From an optimization exercise on the open Yosys and OpenROAD flow, aimed at small area and a short achievable clock period; shortcuts taken in it are not production practice.
At most, simulation tests tie the RTL to the original design; equivalence was not proved.

==> run P <==
## groove_sample_scheduler
module groove_sample_scheduler #(
    parameter int DEPTH = 4
) (
    input  logic        clk,
    input  logic        reset,
    input  logic        sync_start,
    input  logic [31:0] sig_time,
    input  logic        dir,
    input  logic [31:0] afll_ltr,
    input  logic [31:0] afll_rtl,
    input  logic        pos_valid,
    output logic        pos_ready,
    input  logic [15:0] pos_in,
    output logic        fire,
    output logic [31:0] fire_time,
    output logic        missed,
    output logic        busy
);
==> flow/config.mk <==
export PLATFORM = sky130hd
export DESIGN_NAME = groove_sample_scheduler
export DESIGN_NICKNAME = groove_sample_scheduler
export VERILOG_FILES = /design/flow/design.v
export SDC_FILE = /design/flow/constraint.sdc
export NUM_CORES = 4
export LEC_CHECK = 0
export ABC_AREA = 1
export CAP_MARGIN = 20
export CORE_MARGIN = 2
export CORE_UTILIZATION = 40
export PLACE_DENSITY = 0.8
export SETUP_SLACK_MARGIN = 4.8
export SLEW_MARGIN = 20
export TNS_END_PERCENT = 100
==> flow/constraint.sdc <==
create_clock -name core_clock -period 9.0 [get_ports {clk}]
set_input_delay 1.8000 -clock core_clock [delete_from_list [all_inputs] [get_ports {clk}]]
set_output_delay 1.8000 -clock core_clock [all_outputs]
set_load 0.01 [all_outputs]
standard.sh (not shown) runs the stock make flow with config.mk's settings and CLKGATE_MAP_FILE= SYNTH_SCRIPT=/design/flow/synth_recipe.tcl, a recipe that flattens the netlist after the stock synthesis.
==> flow/flow/run.sh <==
#!/bin/bash
# The standard layout (the standard.sh: ORFS synthesis, floorplan, power grid,
# placement, CTS and routing) with two changes:
#  - synthesis skips the generic ABC pass that Yosys's synth runs before the adder
#    extraction (SYNTH_ARGS=-noabc), so the full adders are extracted from the RTL's own
#    adder tree without inverters between them; the liberty-mapped ABC pass still runs,
#    and the registers are the same as the standard synthesis's;
#  - the port buffers are inserted as buf_1 cells rather than the larger cell the
#    resizer picks by default; timing repair still resizes them as needed.
set -euo pipefail
export SYNTH_ARGS="-noabc"
export BUFFER_PORTS_ARGS="-buffer_cell sky130_fd_sc_hd__buf_1"
bash standard.sh > standard.log 2>&1
==> run E: changes against run P <==
--- a/flow/config.mk
+++ b/flow/config.mk
@@ -11,5 +11,5 @@
 export CORE_UTILIZATION = 40
 export PLACE_DENSITY = 0.8
-export SETUP_SLACK_MARGIN = 4.8
+export SETUP_SLACK_MARGIN = 5
 export SLEW_MARGIN = 20
 export TNS_END_PERCENT = 100
==> summary of the runs <==
Area after synthesis is the same in run E and run P. Of run P and run E, run E has the higher non-clock buffer count (gap 20). Of run P and run E, run P has the higher critical path depth (gap 1). In run P the global-route usage is lower than in run E, by 0.57 points. In flip-flop and latch count, run P and run E do not differ. Run P ran to the end with no violations. Run E went through all stages and came out clean. Against run E, the final area of run P is lower by 2.9%.
==> figures <==
quantity	run E	run P
Status	finished clean	finished clean
Worst flop-to-flop path startpoint	b_one[1]	b_one[0]
Global routing met1 resource utilization	26.1%	25.1%
Number of non-clock buffers	242	222
Final cell area excluding filler cells	17600 um2	17100 um2
Final net count	1942	1924
Destination of the critical timing path	target[11]	target[27]
Buffers inserted by post-CTS timing repair	71	44
Area used by multi-input combinational logic	8600 um2	8340 um2
Normalized max-slew margin	32.6%	32.4%
No run of this note included a check of the RTL's function; only the layout flow was run.

========
==> 09-07: inputs <==
Another version of the RTL of groove_sample_scheduler (not shown whole).
export LEC_CHECK = 0
export ABC_AREA = 1
export CAP_MARGIN = 20
export CORE_MARGIN = 2
export CORE_UTILIZATION = 40
export GPL_ROUTABILITY_DRIVEN = 0
export PLACE_DENSITY = 0.8
export SETUP_SLACK_MARGIN = 4.8
export SLEW_MARGIN = 20
export TNS_END_PERCENT = 10
create_clock -name core_clock -period 9.0 [get_ports {clk}]
Scripts as last shown in full above: flow/flow/run.sh
==> 06-14 (differences from 09-07) <==
--- a/flow/design.v
+++ b/flow/design.v
@@ -23,11 +23,11 @@
     logic [15:0]        mem [DEPTH];
     logic [AW-1:0]      wr_ptr, rd_ptr;
     logic [AW:0]        count, count_nx;
     logic [31:0]        base, dur, durn, target;
     logic [5:0]         dg_nx;
-    logic [2:0]         b_one, b_two, b_neg, b_one_n, b_two_n;
+    logic [2:0]         b_one, b_two, b_neg;
     logic               c5;
     logic               xg, yg;      
     logic [31:0]        cr;
     logic               push, pop, st_ready, hit, m1_nx, m2_nx, wait_nx, fire_nx;
     logic [15:0]        head;
@@ -45,12 +45,10 @@
     assign head_nx = (push && wr_ptr == rd_ptr) ? pos_in[3:0] : head[3:0];
     assign dg_nx   = st_m1 ? {~head[15], head[14:10]} : pop ? head[9:4] : {head_nx, 2'b00};
     assign x = xg ? target : 32'd0;
     assign y = yg ? base : 32'd0;
     assign dur = ~durn;    
-    assign b_one = ~b_one_n;
-    assign b_two = ~b_two_n;
     assign cr = c5 ? dur : 32'd0;
     wire pp1 = (((b_one[0] & dur[0])) ^ b_neg[0]);
     wire pp2 = (((b_one[0] & dur[1]) | (b_two[0] & dur[0])) ^ b_neg[0]);
     wire pp3 = (((b_one[0] & dur[2]) | (b_two[0] & dur[1])) ^ b_neg[0]);
     wire pp4 = (((b_one[0] & dur[3]) | (b_two[0] & dur[2])) ^ b_neg[0]);
@@ -733,14 +731,14 @@
             base <= sig_time;
             durn <= ~(dir ? afll_rtl : afll_ltr);
         end
         if (!(st_wait || st_fire)) target <= r[37:6];
         for (int j = 0; j < 3; j++) begin
-            b_neg[j]   <= dg_nx[2*j+1];
-            b_one_n[j] <= !(dg_nx[2*j] ^ (j == 0 ? 1'b0 : dg_nx[2*j-1]));
-            b_two_n[j] <= !(dg_nx[2*j+1] ? !(dg_nx[2*j] || (j == 0 ? 1'b0 : dg_nx[2*j-1]))
-                                         : (dg_nx[2*j] && (j == 0 ? 1'b0 : dg_nx[2*j-1])));
+            b_neg[j] <= dg_nx[2*j+1];
+            b_one[j] <= dg_nx[2*j] ^ (j == 0 ? 1'b0 : dg_nx[2*j-1]);
+            b_two[j] <= dg_nx[2*j+1] ? !(dg_nx[2*j] || (j == 0 ? 1'b0 : dg_nx[2*j-1]))
+                                     : (dg_nx[2*j] && (j == 0 ? 1'b0 : dg_nx[2*j-1]));
         end
         c5 <= dg_nx[5];
         first <= st_m2;
     end
     always_ff @(posedge clk or posedge reset) begin
==> flow/config.mk (replaced) <==
export PLATFORM = sky130hd
export DESIGN_NAME = groove_sample_scheduler
export DESIGN_NICKNAME = groove_sample_scheduler
export VERILOG_FILES = /design/flow/design.v
export SDC_FILE = /design/flow/constraint.sdc
export NUM_CORES = 4
export LEC_CHECK = 0
export ABC_AREA = 0
export CAP_MARGIN = 20
export CORE_MARGIN = 2
export CORE_UTILIZATION = 40
export PLACE_DENSITY = 0.8
export SETUP_SLACK_MARGIN = 4.8
export SLEW_MARGIN = 20
export TNS_END_PERCENT = 10
==> 07-23 (differences from 09-07) <==
--- a/flow/design.v
+++ b/flow/design.v
@@ -23,11 +23,11 @@
     logic [15:0]        mem [DEPTH];
     logic [AW-1:0]      wr_ptr, rd_ptr;
     logic [AW:0]        count, count_nx;
     logic [31:0]        base, dur, durn, target;
     logic [5:0]         dg_nx;
-    logic [2:0]         b_one, b_two, b_neg, b_one_n, b_two_n;
+    logic [2:0]         b_one, b_two, b_neg;
     logic               c5;
     logic               xg, yg;      
     logic [31:0]        cr;
     logic               push, pop, st_ready, hit, m1_nx, m2_nx, wait_nx, fire_nx;
     logic [15:0]        head;
@@ -45,12 +45,10 @@
     assign head_nx = (push && wr_ptr == rd_ptr) ? pos_in[3:0] : head[3:0];
     assign dg_nx   = st_m1 ? {~head[15], head[14:10]} : pop ? head[9:4] : {head_nx, 2'b00};
     assign x = xg ? target : 32'd0;
     assign y = yg ? base : 32'd0;
     assign dur = ~durn;    
-    assign b_one = ~b_one_n;
-    assign b_two = ~b_two_n;
     assign cr = c5 ? dur : 32'd0;
     wire pp1 = (((b_one[0] & dur[0])) ^ b_neg[0]);
     wire pp2 = (((b_one[0] & dur[1]) | (b_two[0] & dur[0])) ^ b_neg[0]);
     wire pp3 = (((b_one[0] & dur[2]) | (b_two[0] & dur[1])) ^ b_neg[0]);
     wire pp4 = (((b_one[0] & dur[3]) | (b_two[0] & dur[2])) ^ b_neg[0]);
@@ -733,14 +731,14 @@
             base <= sig_time;
             durn <= ~(dir ? afll_rtl : afll_ltr);
         end
         if (!(st_wait || st_fire)) target <= r[37:6];
         for (int j = 0; j < 3; j++) begin
-            b_neg[j]   <= dg_nx[2*j+1];
-            b_one_n[j] <= !(dg_nx[2*j] ^ (j == 0 ? 1'b0 : dg_nx[2*j-1]));
-            b_two_n[j] <= !(dg_nx[2*j+1] ? !(dg_nx[2*j] || (j == 0 ? 1'b0 : dg_nx[2*j-1]))
-                                         : (dg_nx[2*j] && (j == 0 ? 1'b0 : dg_nx[2*j-1])));
+            b_neg[j] <= dg_nx[2*j+1];
+            b_one[j] <= dg_nx[2*j] ^ (j == 0 ? 1'b0 : dg_nx[2*j-1]);
+            b_two[j] <= dg_nx[2*j+1] ? !(dg_nx[2*j] || (j == 0 ? 1'b0 : dg_nx[2*j-1]))
+                                     : (dg_nx[2*j] && (j == 0 ? 1'b0 : dg_nx[2*j-1]));
         end
         c5 <= dg_nx[5];
         first <= st_m2;
     end
     always_ff @(posedge clk or posedge reset) begin
--- a/flow/config.mk
+++ b/flow/config.mk
@@ -7,10 +7,9 @@
 export LEC_CHECK = 0
 export ABC_AREA = 1
 export CAP_MARGIN = 20
 export CORE_MARGIN = 2
 export CORE_UTILIZATION = 40
-export GPL_ROUTABILITY_DRIVEN = 0
 export PLACE_DENSITY = 0.8
 export SETUP_SLACK_MARGIN = 4.8
 export SLEW_MARGIN = 20
 export TNS_END_PERCENT = 10
==> metrics.md <==
| Metric | Value |
|---|---|
| Outcome | no timing/DRC/antenna violations |
| Mapped cell area | 14300 µm² |
| First-pass GRT wire length | 58000 µm |
| Critical path startpoint | b_two[1] |
| DP Area | 15200 µm² |
| Met1 Use GR | 25.1% |
| Sequential share of the synthesized area | 37.8% |
# the run above: 07-23

==> metrics.md <==
| Metric | Value |
|---|---|
| Sequential share of the synthesized area | 38.0% |
| DP Area | 15200 µm² |
| Met1 Use GR | 26.2% |
| 1st-iter DRT viols | 1319 |
| First-pass GRT wire length | 58500 µm |
| Worst-path fanout max | 5 |
| Critical path startpoint | durn[11] |
| FF+latch count | 186 |
| Outcome | no timing/DRC/antenna violations |
| Commonest non-fill, non-tap cell in the layout | nand2_1 |
# the run above: 09-07

==> metrics.md <==
| Metric | Value |
|---|---|
| Critical path startpoint | durn[6] |
| Core box area | 34300 µm² |
| Num CTS Buffers | 17 |
| DP HPWL | 25400 µm |
| Sequential share of the synthesized area | 39.0% |
| Routed WL | 38600 µm |
| Outcome | no timing/DRC/antenna violations |
| Mapped cell area | 13900 µm² |
| DP Area | 15000 µm² |
| First-pass GRT wire length | 57000 µm |
| Achievable Freq | 0.217 GHz |
| # diodes | 0 |
| Syn. warnings | 1 |
# the run above: 06-14

## static timing again, ports no longer ideal
The flow's constraints put no driver on any port. The routed layouts listed below were extracted and timed again, unchanged, in two steps. Step 1, drivers: a clkbuf_16 drives clk and a buf_2 each remaining input, both assumed. Step 2 moves the port delays by t, midway between the first and last clock arrival at a register: inputs arrive t later, outputs are due t later. That takes back most of the time a late clock gives input paths. Slacks: ideal ports / drivers / drivers and shift; pairs: ideal ports / drivers.
run	t, ns	setup WS [ns]	worst setup path at the end	worst register clock-pin slew, ns
run P	0.508	4.595 / 4.595 / 4.595	register to register	0.09 / 0.09
run E	0.491	4.672 / 4.672 / 4.672	register to register	0.08 / 0.08
09-07	0.502	4.719 / 4.719 / 4.422	input to register	0.09 / 0.09
06-14	0.496	4.396 / 4.396 / 4.396	register to register	0.09 / 0.09
07-23	0.492	4.716 / 4.716 / 4.716	register to register	0.08 / 0.08
After both steps setup and hold are still met in every run listed. The setup slack of 09-07, which loses most, moves by 0.000 ns with the drivers and by -0.297 ns with both steps.
